What follows belongs to an exercise in optimizing a design on an open flow for small area and few clock cycles per item; a production flow would make more cautious choices.
Only simulation tests tie the RTL to the original design; equivalence was not proved.
Power and IR drop assume default switching activity.

==> flow/design.v (excerpt) <==
module stack_with_remove_by_value_unit #(
    parameter int unsigned DEPTH = stkrm_pkg::DEPTH_DEFAULT
) (
    input  logic                              aclk,
    input  logic                              aresetn,
    input  logic                              s_tvalid,
    output logic                              s_tready,
    input  logic [stkrm_pkg::S_TDATA_W-1:0]   s_tdata,
    output logic                              m_tvalid,
    input  logic                              m_tready,
    output logic [stkrm_pkg::M_TDATA_W-1:0]   m_tdata
);
    localparam int unsigned FILL_W = $clog2(DEPTH + 1);
    localparam int unsigned VW     = stkrm_pkg::VALUE_W;
    localparam int unsigned CW     = stkrm_pkg::COUNT_W;
    localparam int unsigned NG     = DEPTH / 4;         
    logic [1:0]             cmd;
    logic [VW-1:0]          value;
    logic [VW-1:0]          value_s;       
    logic                   accept;
    logic                   empty;
    logic                   full;
    logic                   any_hit;       
    logic                   is_push;
    logic                   is_pop;
    logic                   is_peek;
    logic                   is_remove;
    logic                   shift_dn;      
    logic                   shift_up;      
    logic                   shift_up_n;
    logic                   rm_go;         
    logic                   phase;
    logic [VW-1:0]          key_phase;     
    logic [VW-1:0]          cell_s   [DEPTH];
    logic                   lo_n     [DEPTH];    
    logic                   hi_n     [DEPTH];    
    logic                   look_n   [DEPTH];    
    logic                   hit      [DEPTH];    
    logic                   grp_n    [DEPTH];    
    logic                   dn       [DEPTH];    
    logic                   hold     [DEPTH];    
  ...
export LEC_CHECK = 0
export CAP_MARGIN = 20
export CORE_MARGIN = 2
export CORE_UTILIZATION = 30
export CTS_BUF_LIST = sky130_fd_sc_hd__clkbuf_8 sky130_fd_sc_hd__clkbuf_16
export CTS_CLUSTER_DIAMETER = 100
export CTS_CLUSTER_SIZE = 24
export GPL_TIMING_DRIVEN = 0
export SLEW_MARGIN = 20
export SYNTH_HIERARCHICAL = 1
export SYNTH_MINIMUM_KEEP_SIZE = 0
create_clock -name core_clock -period 3.2 [get_ports {aclk}]
standard.sh (not shown) runs the stock make flow with config.mk's settings and CLKGATE_MAP_FILE= SYNTH_SCRIPT=/design/flow/synth_recipe.tcl, a recipe that flattens the netlist after the stock synthesis.
==> flow/flow/run.sh <==
#!/bin/bash
# Own flow: the standard layout (standard.sh, unchanged synthesis and
# steps), except that the port buffers are plain buf_2 cells instead of the
# delay buffers buffer_ports picks by default. Every port still gets a buffer.
set -euo pipefail
export BUFFER_PORTS_ARGS="-buffer_cell sky130_fd_sc_hd__buf_2"
bash standard.sh finish > standard_flow.log 2>&1
Testbench counts at the start, summed over its fixed seeds: cycles 16,008, items 16,000.
Rerun with:
- CORE_UTILIZATION: 30 -> 40
- CTS_BUF_LIST: sky130_fd_sc_hd__clkbuf_8 sky130_fd_sc_hd__clkbuf_16 -> not set
=> Global-route usage rises by 4.6 points. Die area came out lower by a quarter to a third. Sequential power stays flat. Final cell count shrinks by a few percent. Wire length is lower slightly. Area after synthesis stays the same.
Rerun with:
==> flow/run.sh (new file) <==
#!/bin/bash
# synth_recipe.tcl (not shown) runs the flow's synth.tcl, then flattens the netlist and writes it again
# the make line also repeats each setting of config.mk as NAME=value (left out here)
make -C /OpenROAD-flow-scripts/flow DESIGN_CONFIG=/design/flow/config.mk WORK_HOME=/design/flow/orfs CLKGATE_MAP_FILE= SYNTH_SCRIPT=/design/flow/synth_recipe.tcl finish
- CORE_UTILIZATION: 40 -> 30
removed: flow/flow/run.sh
removed: flow/standard.sh
After rerunning: Clock skew goes down by 0.016 ns. Sequential share of layout area goes down by 1.1 points. Area after synthesis is unchanged. Via count goes up by 0.97%. Total power goes up by 1.2%. Wire length rose by 3.1%. Global-route usage shrinks by 4.6 points. Worst setup slack got worse by 0.046 ns. Core utilization goes down by 11 points. Count of clock-buffer cells in the layout rose by 2. Flip-flop and latch count does not change.
Rerun with:
==> flow/flow/run.sh (new file) <==
#!/bin/bash
# Own flow: the standard layout (standard.sh, unchanged synthesis and
# steps), except that the port buffers are plain buf_2 cells instead of the
# delay buffers buffer_ports picks by default. Every port still gets a buffer.
set -euo pipefail
export BUFFER_PORTS_ARGS="-buffer_cell sky130_fd_sc_hd__buf_2"
bash standard.sh finish > standard_flow.log 2>&1
==> flow/standard.sh (new file) <==
#!/bin/bash
# synth_recipe.tcl (not shown) runs the flow's synth.tcl, then flattens the netlist and writes it again
# the make line also repeats each setting of config.mk as NAME=value (left out here)
make -C /OpenROAD-flow-scripts/flow DESIGN_CONFIG=/design/flow/config.mk WORK_HOME=/design/flow/orfs CLKGATE_MAP_FILE= SYNTH_SCRIPT=/design/flow/synth_recipe.tcl "${@:-finish}"
- CAP_MARGIN: 20 -> 0
- SLEW_MARGIN: 20 -> 0
removed: flow/run.sh
=> Clock-buffer cell count falls by 1. Utilization falls by 1.3 points. Non-clock buffer count falls by 17. Wire length falls by about 3%. Critical path depth stays the same. Setup slack is better by 0.088 ns. Sequential power barely changes. Area after synthesis stays the same. Via count falls by about 2.8%. Clock power barely changes. Final cell count falls by about 0.8%.
Rerun with:
- CAP_MARGIN: 0 -> 5
- CORE_UTILIZATION: 30 -> 50
- SLEW_MARGIN: 0 -> 5
Setup slack loses 0.040 ns.
Register-to-register slack loses 0.04 ns.
Total power decreases by 0.74%.
Count of clock-buffer cells in the layout is unchanged.
Synthesized area does not change.
Non-clock buffer count shrinks by 5.
Sequential share of layout area rose by 1.1 points.
Routed wire length drops by 3.8%.
Worst hold slack loses 0.0080 ns.

---

Starting RTL as in the previous note.
clock: 3.2 ns
lec_check: 0
cap_margin: 20
core_margin: 2
core_utilization: 30
gpl_timing_driven: 0
slew_margin: 20
synth_hierarchical: 1
synth_minimum_keep_size: 0
run.sh (not shown) runs the stock make flow with config.mk's settings and CLKGATE_MAP_FILE= SYNTH_SCRIPT=/design/flow/synth_recipe.tcl, a recipe that flattens the netlist after the stock synthesis.
Stock flow here: none of the scripts above is used.
Testbench counts at the start, summed over its fixed seeds: cycles 16,008, items 16,000.
Rerun with:
==> flow/flow/run.sh (new file) <==
#!/bin/bash
# Own flow: the standard layout (standard.sh, unchanged synthesis and
# steps), except that the port buffers are plain buf_2 cells instead of the
# delay buffers buffer_ports picks by default. Every port still gets a buffer.
set -euo pipefail
export BUFFER_PORTS_ARGS="-buffer_cell sky130_fd_sc_hd__buf_2"
bash standard.sh finish > standard_flow.log 2>&1
==> flow/standard.sh (new file) <==
#!/bin/bash
# synth_recipe.tcl (not shown) runs the flow's synth.tcl, then flattens the netlist and writes it again
# the make line also repeats each setting of config.mk as NAME=value (left out here)
make -C /OpenROAD-flow-scripts/flow DESIGN_CONFIG=/design/flow/config.mk WORK_HOME=/design/flow/orfs CLKGATE_MAP_FILE= SYNTH_SCRIPT=/design/flow/synth_recipe.tcl "${@:-finish}"
--- a/flow/config.mk
+++ b/flow/config.mk
@@ -8 +8 @@
-export CAP_MARGIN = 20
+export CAP_MARGIN = 5
@@ -10,0 +11,3 @@
+export CTS_BUF_LIST = sky130_fd_sc_hd__clkbuf_8
+export CTS_CLUSTER_DIAMETER = 70
+export CTS_CLUSTER_SIZE = 14
@@ -12 +15 @@
-export SLEW_MARGIN = 20
+export SLEW_MARGIN = 5
removed: flow/run.sh
After rerunning: Non-clock buffer count falls by 16. Synthesized cell count stays the same. Clock skew rises by 17 ps. Total power falls by 12%. Via count falls by 0.56%. Design area falls by 6.4%. Worst setup slack gains 5.4 ps.
Rerun with:
--- a/flow/config.mk
+++ b/flow/config.mk
@@ -11,3 +11,2 @@
-export CTS_BUF_LIST = sky130_fd_sc_hd__clkbuf_8
-export CTS_CLUSTER_DIAMETER = 70
-export CTS_CLUSTER_SIZE = 14
+export CTS_CLUSTER_DIAMETER = 100
+export CTS_CLUSTER_SIZE = 24
@@ -14,0 +14 @@
+export SETUP_SLACK_MARGIN = -0.06
The new run produced a clean layout.
Core utilization went down by 0.42 points.
Clock skew went down by 14 ps.
Count of clock-buffer cells in the layout went down by 9.

---

08-20:
Starting RTL as in the previous note.
Design stack_with_remove_by_value_unit, start of the top module:
module stack_with_remove_by_value_unit #(
    parameter int unsigned DEPTH = stkrm_pkg::DEPTH_DEFAULT
) (
    input  logic                              aclk,
    input  logic                              aresetn,
    input  logic                              s_tvalid,
    output logic                              s_tready,
    input  logic [stkrm_pkg::S_TDATA_W-1:0]   s_tdata,
    output logic                              m_tvalid,
    input  logic                              m_tready,
    output logic [stkrm_pkg::M_TDATA_W-1:0]   m_tdata
);
clock: 3.2 ns
lec_check: 0
cap_margin: 20
core_margin: 2
core_utilization: 30
cts_cluster_diameter: 100
cts_cluster_size: 24
gpl_timing_driven: 0
slew_margin: 20
synth_hierarchical: 1
synth_minimum_keep_size: 0
standard.sh (not shown) runs the stock make flow with config.mk's settings and CLKGATE_MAP_FILE= SYNTH_SCRIPT=/design/flow/synth_recipe.tcl, a recipe that flattens the netlist after the stock synthesis.
==> flow/flow/run.sh <==
#!/bin/bash
# Own flow: the standard layout (standard.sh, unchanged synthesis and
# steps), except that the port buffers are plain buf_2 cells instead of the
# delay buffers buffer_ports picks by default. Every port still gets a buffer.
set -euo pipefail
export BUFFER_PORTS_ARGS="-buffer_cell sky130_fd_sc_hd__buf_2"
bash standard.sh finish > standard_flow.log 2>&1
Testbench counts of 08-20, summed over its fixed seeds: cycles 16,008, items 16,000.
## Diff of input files: 06-19 against 08-20
- changing CAP_MARGIN from 20 to 5
- changing SLEW_MARGIN from 20 to 5
### Flow results
Diff 08-20 -> 06-19: ratio of cells with drive above 1 in the final layout shows a reduction of 0.60 points, share of total power in sequential cells increased 0.6 points, multi-input combinational cell count neither gained nor lost much, clock-buffer cell count fell 1.
Sequential share of cell area: 06-19 > 08-20
In the tables for 08-20 and 06-19, routed wirelength normalized by instance count reads higher with 08-20.
Final standard cell area without fillers: 08-20 and 06-19 compared, higher one is 08-20
All of 08-20 and 06-19 finish clean.
On proportion of power drawn by the clock network, 08-20 and 06-19 are basically level.
In 06-19, clock period minus worst slack is higher than in 08-20.
Against 08-20, 06-19 reports a layout overhead on the synthesized area that is lower.

[port drivers added, routing unchanged]
The flow's constraints put no driver on any port. The routed layouts listed below were extracted and timed again, unchanged, in two steps. Step 1, drivers: a clkbuf_16 drives aclk and a buf_2 each remaining input, both assumed. Step 2 times the ports against the registers' clock, not the clock port: input delays grow and output delays shrink by t, the midpoint of the rising clock arrivals with the driver on. Three values: no drivers, after step 1, after step 2; two values: the first two.
run	t (ns)	setup WS [ns]	worst register clock-pin slew, ns	worst slew at a driven data input, ns
the first run of note 1	0.556	0.137 / 0.137 / -0.223	0.11 / 0.11	0.05
the second run of note 1	0.559	0.099 / 0.099 / -0.243	0.10 / 0.10	0.04
the third run of note 1	0.549	0.053 / 0.079 / -0.470	0.10 / 0.10	0.05
the fourth run of note 1	0.548	0.140 / 0.140 / -0.205	0.11 / 0.11	0.05
the fifth run of note 1	0.538	0.100 / 0.100 / -0.210	0.10 / 0.10	0.03
the first run of note 2	0.607	0.147 / 0.162 / -0.440	0.06 / 0.06	0.05
the second run of note 2	0.612	0.152 / 0.152 / -0.218	0.10 / 0.10	0.04
the third run of note 2	0.548	0.083 / 0.083 / -0.233	0.11 / 0.11	0.04
08-20	0.553	0.132 / 0.132 / -0.229	0.10 / 0.10	0.05
06-19	0.544	0.124 / 0.124 / -0.250	0.10 / 0.10	0.04
Met with ideal ports but missed after step 2: setup timing in every run listed. The setup slack of the first run of note 2, which loses most, moves by +0.015 ns with the drivers and by -0.587 ns with both steps.
